Source: an optimization exercise on an open RTL-to-GDS flow (aim: small area and a short achievable clock period). Production flows keep margins and buffers that such runs may drop. At most, simulation tests tie the RTL to the original design; equivalence was not proved.

==> v1 <==
// mult_top
module mult_top (
    input  logic               clk,
    input  logic               reset,
    input  logic               in_valid,
    input  mult_pkg::operand_t a,
    input  mult_pkg::operand_t b,
    output logic               out_valid,
    output mult_pkg::product_u product
);
==> flow/config.mk <==
export PLATFORM = sky130hd
export DESIGN_NAME = mult_top
export DESIGN_NICKNAME = mult_top
export VERILOG_FILES = /design/flow/design.v
export SDC_FILE = /design/flow/constraint.sdc
export NUM_CORES = 4
export LEC_CHECK = 0
export ABC_AREA = 1
export CAP_MARGIN = 20
export CORE_MARGIN = 2
export CORE_UTILIZATION = 40
export CTS_BUF_LIST = sky130_fd_sc_hd__clkbuf_4 sky130_fd_sc_hd__clkbuf_8
export PLACE_DENSITY = 0.6
export SETUP_SLACK_MARGIN = 5
export SLEW_MARGIN = 20
export SYNTH_HIERARCHICAL = 1
==> flow/constraint.sdc <==
create_clock -name core_clock -period 8.0 [get_ports {clk}]
set_input_delay 1.6000 -clock core_clock [delete_from_list [all_inputs] [get_ports {clk}]]
set_output_delay 1.6000 -clock core_clock [all_outputs]
set_load 0.01 [all_outputs]
standard.sh (not shown) runs the stock make flow with config.mk's settings and CLKGATE_MAP_FILE= SYNTH_SCRIPT=/design/flow/synth_recipe.tcl, a recipe that flattens the netlist after the stock synthesis.
==> flow/flow/run.sh <==
#!/bin/bash
# Own layout flow: the standard layout (standard.sh, with its unchanged
# synthesis) plus a few extra ORFS make settings from flow/extra.txt, one
# VAR=value per line. Each step's full output goes to a log in this folder.
set -euo pipefail
EXTRA=()
while IFS= read -r l; do
  [[ -n "$l" && "$l" != \#* ]] && EXTRA+=("$l")
done < flow/extra.txt
# standard.sh passes its knobs on make's command line; ours go after them
sed 's#"${@:-finish}"#"${EXTRA[@]}" "${@:-finish}"#' standard.sh > own_standard.sh
( set -- synth; source ./own_standard.sh ) > synth.log 2>&1
( set -- finish; source ./own_standard.sh ) > layout.log 2>&1
test -f out/final.def
==> flow/flow/extra.txt <==
# port buffers: a plain buffer instead of the delay buffer buffer_ports picks
BUFFER_PORTS_ARGS=-buffer_cell sky130_fd_sc_hd__buf_2
==> v12: changes against v1 <==
--- a/flow/design.v
+++ b/flow/design.v
@@ -694,18 +694,21 @@
     logic c414;
     logic s415;
     logic c416;
     logic s417;
     logic c418;
     logic s419;
     logic c420;
+    logic m1_7_0;
+    logic m1_7_1;
+    logic m1_7_2;
+    logic m1_7_3;
     logic m1_8_0;
     logic m1_8_1;
     logic m1_8_2;
-    logic m1_8_3;
     logic m1_9_0;
     logic m1_9_1;
     logic m1_9_2;
     logic m1_10_0;
     logic m1_10_1;
     logic m1_10_2;
     logic m1_11_0;
@@ -756,21 +759,23 @@
     logic m1_26_0;
     logic m1_26_1;
     logic m1_26_2;
     logic m1_27_0;
     logic m1_27_1;
     logic m1_27_2;
     logic m1_28_0;
+    logic m1_28_1;
+    logic m1_28_2;
     logic m1_29_0;
+    logic m1_29_1;
+    logic m1_29_2;
     logic m1_30_0;
-    logic m1_31_0;
-    logic [8:0] lo_w, lo_q;
-    logic [9:0] lo_t;
-    logic [4:0] hb_t;
-    logic [24:0] hi_w;
+    logic [7:0] lo_w, lo_q;
+    logic [8:0] lo_t;
+    logic [25:0] hi_w;
     always_ff @(posedge clk) begin
         a_r <= a;
         b_r <= b;
     end
     always_ff @(posedge clk) begin
         if (reset) begin
             v         <= '0;
@@ -1234,49 +1239,51 @@
     mult_fa u_s363 (.x(pp_13_15), .y(pp_14_14), .z(pp_15_13), .s(s363), .c(c364));
     mult_xnor u_s365 (.x(pp_0_2), .y(pp_1_1), .s(s365));
     mult_or u_c366 (.x(pp_0_2), .y(pp_1_1), .c(c366));
     mult_fa u_s367 (.x(pp_2_1), .y(pp_3_0), .z(s313), .s(s367), .c(c368));
     mult_fa u_s369 (.x(c314), .y(s221), .z(s315), .s(s369), .c(c370));
     mult_fa u_s371 (.x(c316), .y(s223), .z(s317), .s(s371), .c(c372));
     mult_fa u_s373 (.x(c318), .y(s229), .z(s319), .s(s373), .c(c374));
-    mult_fa u_s375 (.x(c320), .y(s233), .z(s321), .s(s375), .c(c376));
-    assign lo_t = {1'b0, c374, c372, c370, c368, c366, pp_2_0, pp_0_1, pp_0_0, 1'b1} + {1'b0, s375, s373, s371, s369, s367, s365, pp_1_0, 1'b1, 1'b1};
-    assign lo_w = lo_t[9:1];
-    mult_fa u_s377 (.x(c312), .y(s363), .z(c362), .s(s377), .c(c378));
-    mult_fa u_s379 (.x(pp_14_15), .y(pp_15_14), .z(c364), .s(s379), .c(c380));
-    assign hb_t = {1'b1, pp_15_15, s379, s377, 1'b1} + {1'b1, c380, c378, 1'b1, 1'b1};
-    mult_fa u_s381 (.x(m1_8_0), .y(m1_8_1), .z(m1_8_2), .s(s381), .c(c382));
-    mult_fa u_s383 (.x(m1_9_0), .y(m1_9_1), .z(m1_9_2), .s(s383), .c(c384));
-    mult_fa u_s385 (.x(m1_10_0), .y(m1_10_1), .z(m1_10_2), .s(s385), .c(c386));
-    mult_fa u_s387 (.x(m1_11_0), .y(m1_11_1), .z(m1_11_2), .s(s387), .c(c388));
-    mult_fa u_s389 (.x(m1_12_0), .y(m1_12_1), .z(m1_12_2), .s(s389), .c(c390));
-    mult_fa u_s391 (.x(m1_13_0), .y(m1_13_1), .z(m1_13_2), .s(s391), .c(c392));
-    mult_fa u_s393 (.x(m1_14_0), .y(m1_14_1), .z(m1_14_2), .s(s393), .c(c394));
-    mult_fa u_s395 (.x(m1_15_0), .y(m1_15_1), .z(m1_15_2), .s(s395), .c(c396));
-    mult_fa u_s397 (.x(m1_16_0), .y(m1_16_1), .z(m1_16_2), .s(s397), .c(c398));
-    mult_fa u_s399 (.x(m1_17_0), .y(m1_17_1), .z(m1_17_2), .s(s399), .c(c400));
-    mult_fa u_s401 (.x(m1_18_0), .y(m1_18_1), .z(m1_18_2), .s(s401), .c(c402));
-    mult_fa u_s403 (.x(m1_19_0), .y(m1_19_1), .z(m1_19_2), .s(s403), .c(c404));
-    mult_fa u_s405 (.x(m1_20_0), .y(m1_20_1), .z(m1_20_2), .s(s405), .c(c406));
-    mult_fa u_s407 (.x(m1_21_0), .y(m1_21_1), .z(m1_21_2), .s(s407), .c(c408));
-    mult_fa u_s409 (.x(m1_22_0), .y(m1_22_1), .z(m1_22_2), .s(s409), .c(c410));
-    mult_fa u_s411 (.x(m1_23_0), .y(m1_23_1), .z(m1_23_2), .s(s411), .c(c412));
-    mult_fa u_s413 (.x(m1_24_0), .y(m1_24_1), .z(m1_24_2), .s(s413), .c(c414));
-    mult_fa u_s415 (.x(m1_25_0), .y(m1_25_1), .z(m1_25_2), .s(s415), .c(c416));
-    mult_fa u_s417 (.x(m1_26_0), .y(m1_26_1), .z(m1_26_2), .s(s417), .c(c418));
-    mult_fa u_s419 (.x(m1_27_0), .y(m1_27_1), .z(m1_27_2), .s(s419), .c(c420));
-    assign hi_w = {m1_31_0, m1_30_0, m1_29_0, m1_28_0, c418, c416, c414, c412, c410, c408, c406, c404, c402, c400, c398, c396, c394, c392, c390, c388, c386, c384, c382, m1_8_3, lo_q[8]} + {1'b1, 1'b1, 1'b1, c420, s419, s417, s415, s413, s411, s409, s407, s405, s403, s401, s399, s397, s395, s393, s391, s389, s387, s385, s383, s381, lo_q[8]};
-    assign sum_w[7:0] = ~lo_q[7:0];
-    assign sum_w[31:8] = ~hi_w[24:1];
+    assign lo_t = {1'b0, c372, c370, c368, c366, pp_2_0, pp_0_1, pp_0_0, 1'b1} + {1'b0, s373, s371, s369, s367, s365, pp_1_0, 1'b1, 1'b1};
+    assign lo_w = lo_t[8:1];
+    mult_fa u_s375 (.x(m1_7_0), .y(m1_7_1), .z(m1_7_2), .s(s375), .c(c376));
+    mult_fa u_s377 (.x(m1_8_0), .y(m1_8_1), .z(m1_8_2), .s(s377), .c(c378));
+    mult_fa u_s379 (.x(m1_9_0), .y(m1_9_1), .z(m1_9_2), .s(s379), .c(c380));
+    mult_fa u_s381 (.x(m1_10_0), .y(m1_10_1), .z(m1_10_2), .s(s381), .c(c382));
+    mult_fa u_s383 (.x(m1_11_0), .y(m1_11_1), .z(m1_11_2), .s(s383), .c(c384));
+    mult_fa u_s385 (.x(m1_12_0), .y(m1_12_1), .z(m1_12_2), .s(s385), .c(c386));
+    mult_fa u_s387 (.x(m1_13_0), .y(m1_13_1), .z(m1_13_2), .s(s387), .c(c388));
+    mult_fa u_s389 (.x(m1_14_0), .y(m1_14_1), .z(m1_14_2), .s(s389), .c(c390));
+    mult_fa u_s391 (.x(m1_15_0), .y(m1_15_1), .z(m1_15_2), .s(s391), .c(c392));
+    mult_fa u_s393 (.x(m1_16_0), .y(m1_16_1), .z(m1_16_2), .s(s393), .c(c394));
+    mult_fa u_s395 (.x(m1_17_0), .y(m1_17_1), .z(m1_17_2), .s(s395), .c(c396));
+    mult_fa u_s397 (.x(m1_18_0), .y(m1_18_1), .z(m1_18_2), .s(s397), .c(c398));
+    mult_fa u_s399 (.x(m1_19_0), .y(m1_19_1), .z(m1_19_2), .s(s399), .c(c400));
+    mult_fa u_s401 (.x(m1_20_0), .y(m1_20_1), .z(m1_20_2), .s(s401), .c(c402));
+    mult_fa u_s403 (.x(m1_21_0), .y(m1_21_1), .z(m1_21_2), .s(s403), .c(c404));
+    mult_fa u_s405 (.x(m1_22_0), .y(m1_22_1), .z(m1_22_2), .s(s405), .c(c406));
+    mult_fa u_s407 (.x(m1_23_0), .y(m1_23_1), .z(m1_23_2), .s(s407), .c(c408));
+    mult_fa u_s409 (.x(m1_24_0), .y(m1_24_1), .z(m1_24_2), .s(s409), .c(c410));
+    mult_fa u_s411 (.x(m1_25_0), .y(m1_25_1), .z(m1_25_2), .s(s411), .c(c412));
+    mult_fa u_s413 (.x(m1_26_0), .y(m1_26_1), .z(m1_26_2), .s(s413), .c(c414));
+    mult_fa u_s415 (.x(m1_27_0), .y(m1_27_1), .z(m1_27_2), .s(s415), .c(c416));
+    mult_fa u_s417 (.x(m1_28_0), .y(m1_28_1), .z(m1_28_2), .s(s417), .c(c418));
+    mult_fa u_s419 (.x(m1_29_0), .y(m1_29_1), .z(m1_29_2), .s(s419), .c(c420));
+    assign hi_w = {1'b1, m1_30_0, c418, c416, c414, c412, c410, c408, c406, c404, c402, c400, c398, c396, c394, c392, c390, c388, c386, c384, c382, c380, c378, c376, m1_7_3, lo_q[7]} + {1'b1, c420, s419, s417, s415, s413, s411, s409, s407, s405, s403, s401, s399, s397, s395, s393, s391, s389, s387, s385, s383, s381, s379, s377, s375, lo_q[7]};
+    assign sum_w[6:0] = ~lo_q[6:0];
+    assign sum_w[31:7] = ~hi_w[25:1];
     always_ff @(posedge clk) begin
         lo_q <= lo_w;
+        m1_7_0 <= c320;
+        m1_7_1 <= s233;
+        m1_7_2 <= s321;
+        m1_7_3 <= c374;
         m1_8_0 <= c322;
         m1_8_1 <= s237;
         m1_8_2 <= s323;
-        m1_8_3 <= c376;
         m1_9_0 <= s241;
         m1_9_1 <= c324;
         m1_9_2 <= s325;
         m1_10_0 <= s245;
         m1_10_1 <= c326;
         m1_10_2 <= s327;
         m1_11_0 <= c328;
@@ -1326,18 +1333,21 @@
         m1_25_2 <= c356;
         m1_26_0 <= c306;
         m1_26_1 <= s359;
         m1_26_2 <= c358;
         m1_27_0 <= c310;
         m1_27_1 <= s361;
         m1_27_2 <= c360;
-        m1_28_0 <= hb_t[1];
-        m1_29_0 <= hb_t[2];
-        m1_30_0 <= hb_t[3];
-        m1_31_0 <= hb_t[4];
+        m1_28_0 <= c312;
+        m1_28_1 <= s363;
+        m1_28_2 <= c362;
+        m1_29_0 <= pp_14_15;
+        m1_29_1 <= pp_15_14;
+        m1_29_2 <= c364;
+        m1_30_0 <= pp_15_15;
     end
     always_ff @(posedge clk) begin
         if (reset)         product <= '0;
         else if (v[2]) product <= sum_w;
     end
 endmodule
 module mult_fa (
Settings changed: ABC_AREA 1 to not set.
==> impl_metrics.csv <==
group,metric,value,unit
synth,syn_avg_cell_area,8.48,um2
synth,synth.top_cell.area_share,36.2,%
cells_and_area,seq_area_share,24.0,%
global_routing,grt_usage,20.1,%
timing,max-slew-margin-rel,58.6,%
setup_path,rrSetupSlack,5.05,ns
cells_and_area,fillers,2624,
run_status,status,"finished clean",
global_routing,grt_use_met3,3.43,%
the above is filed under v1

==> impl_metrics.csv <==
group,metric,value,unit
run_status,status,"finished clean",
cells_and_area,seq_area_share,25.7,%
power_and_ir_drop,top_power_group,"combinational cells",
cells_and_area,clock_area_share,3.71,%
setup_path,critPathArrivalTime,3.33,ns
job,max_cap_violations,0,
timing,max-slew-margin-rel,47.4,%
cells_and_area,buf_share,5.44,%
global_routing,grt_use_met3,5.83,%
cells_and_area,syn_to_final_growth,14.2,%
route,highest_layer,"met4",
synth,syn_avg_cell_area,10.3,um2
synth,synth.top_cell.area_share,38.2,%
setup_path,rrSetupSlack,5.00,ns
cells_and_area,fillers,2361,
global_routing,grt_usage,20.5,%
the above is filed under v12

No functional check of the RTL was part of v12.

port drivers added, routing unchanged:
How much do the figures lean on ideal ports? The routed layouts below were timed once more, with nothing changed but the port constraints. Step 1: set_driving_cell puts a clkbuf_16 on clk and a buf_2 on each other input, an assumption about the parent block. Step 2 times the ports against the registers' clock, not the clock port: input delays grow and output delays shrink by t, the midpoint of the rising clock arrivals with the driver on. Slacks: ideal ports / drivers / drivers and shift; pairs: ideal ports / drivers.
run	t, ns	slack for setup (ns)	latest minus earliest clock arrival (ns)
v1	0.495	5.054 / 5.054 / 5.054	0.017 / 0.018
v12	0.490	5.004 / 5.004 / 5.004	0.021 / 0.020
After both steps every run listed still meets setup and hold.
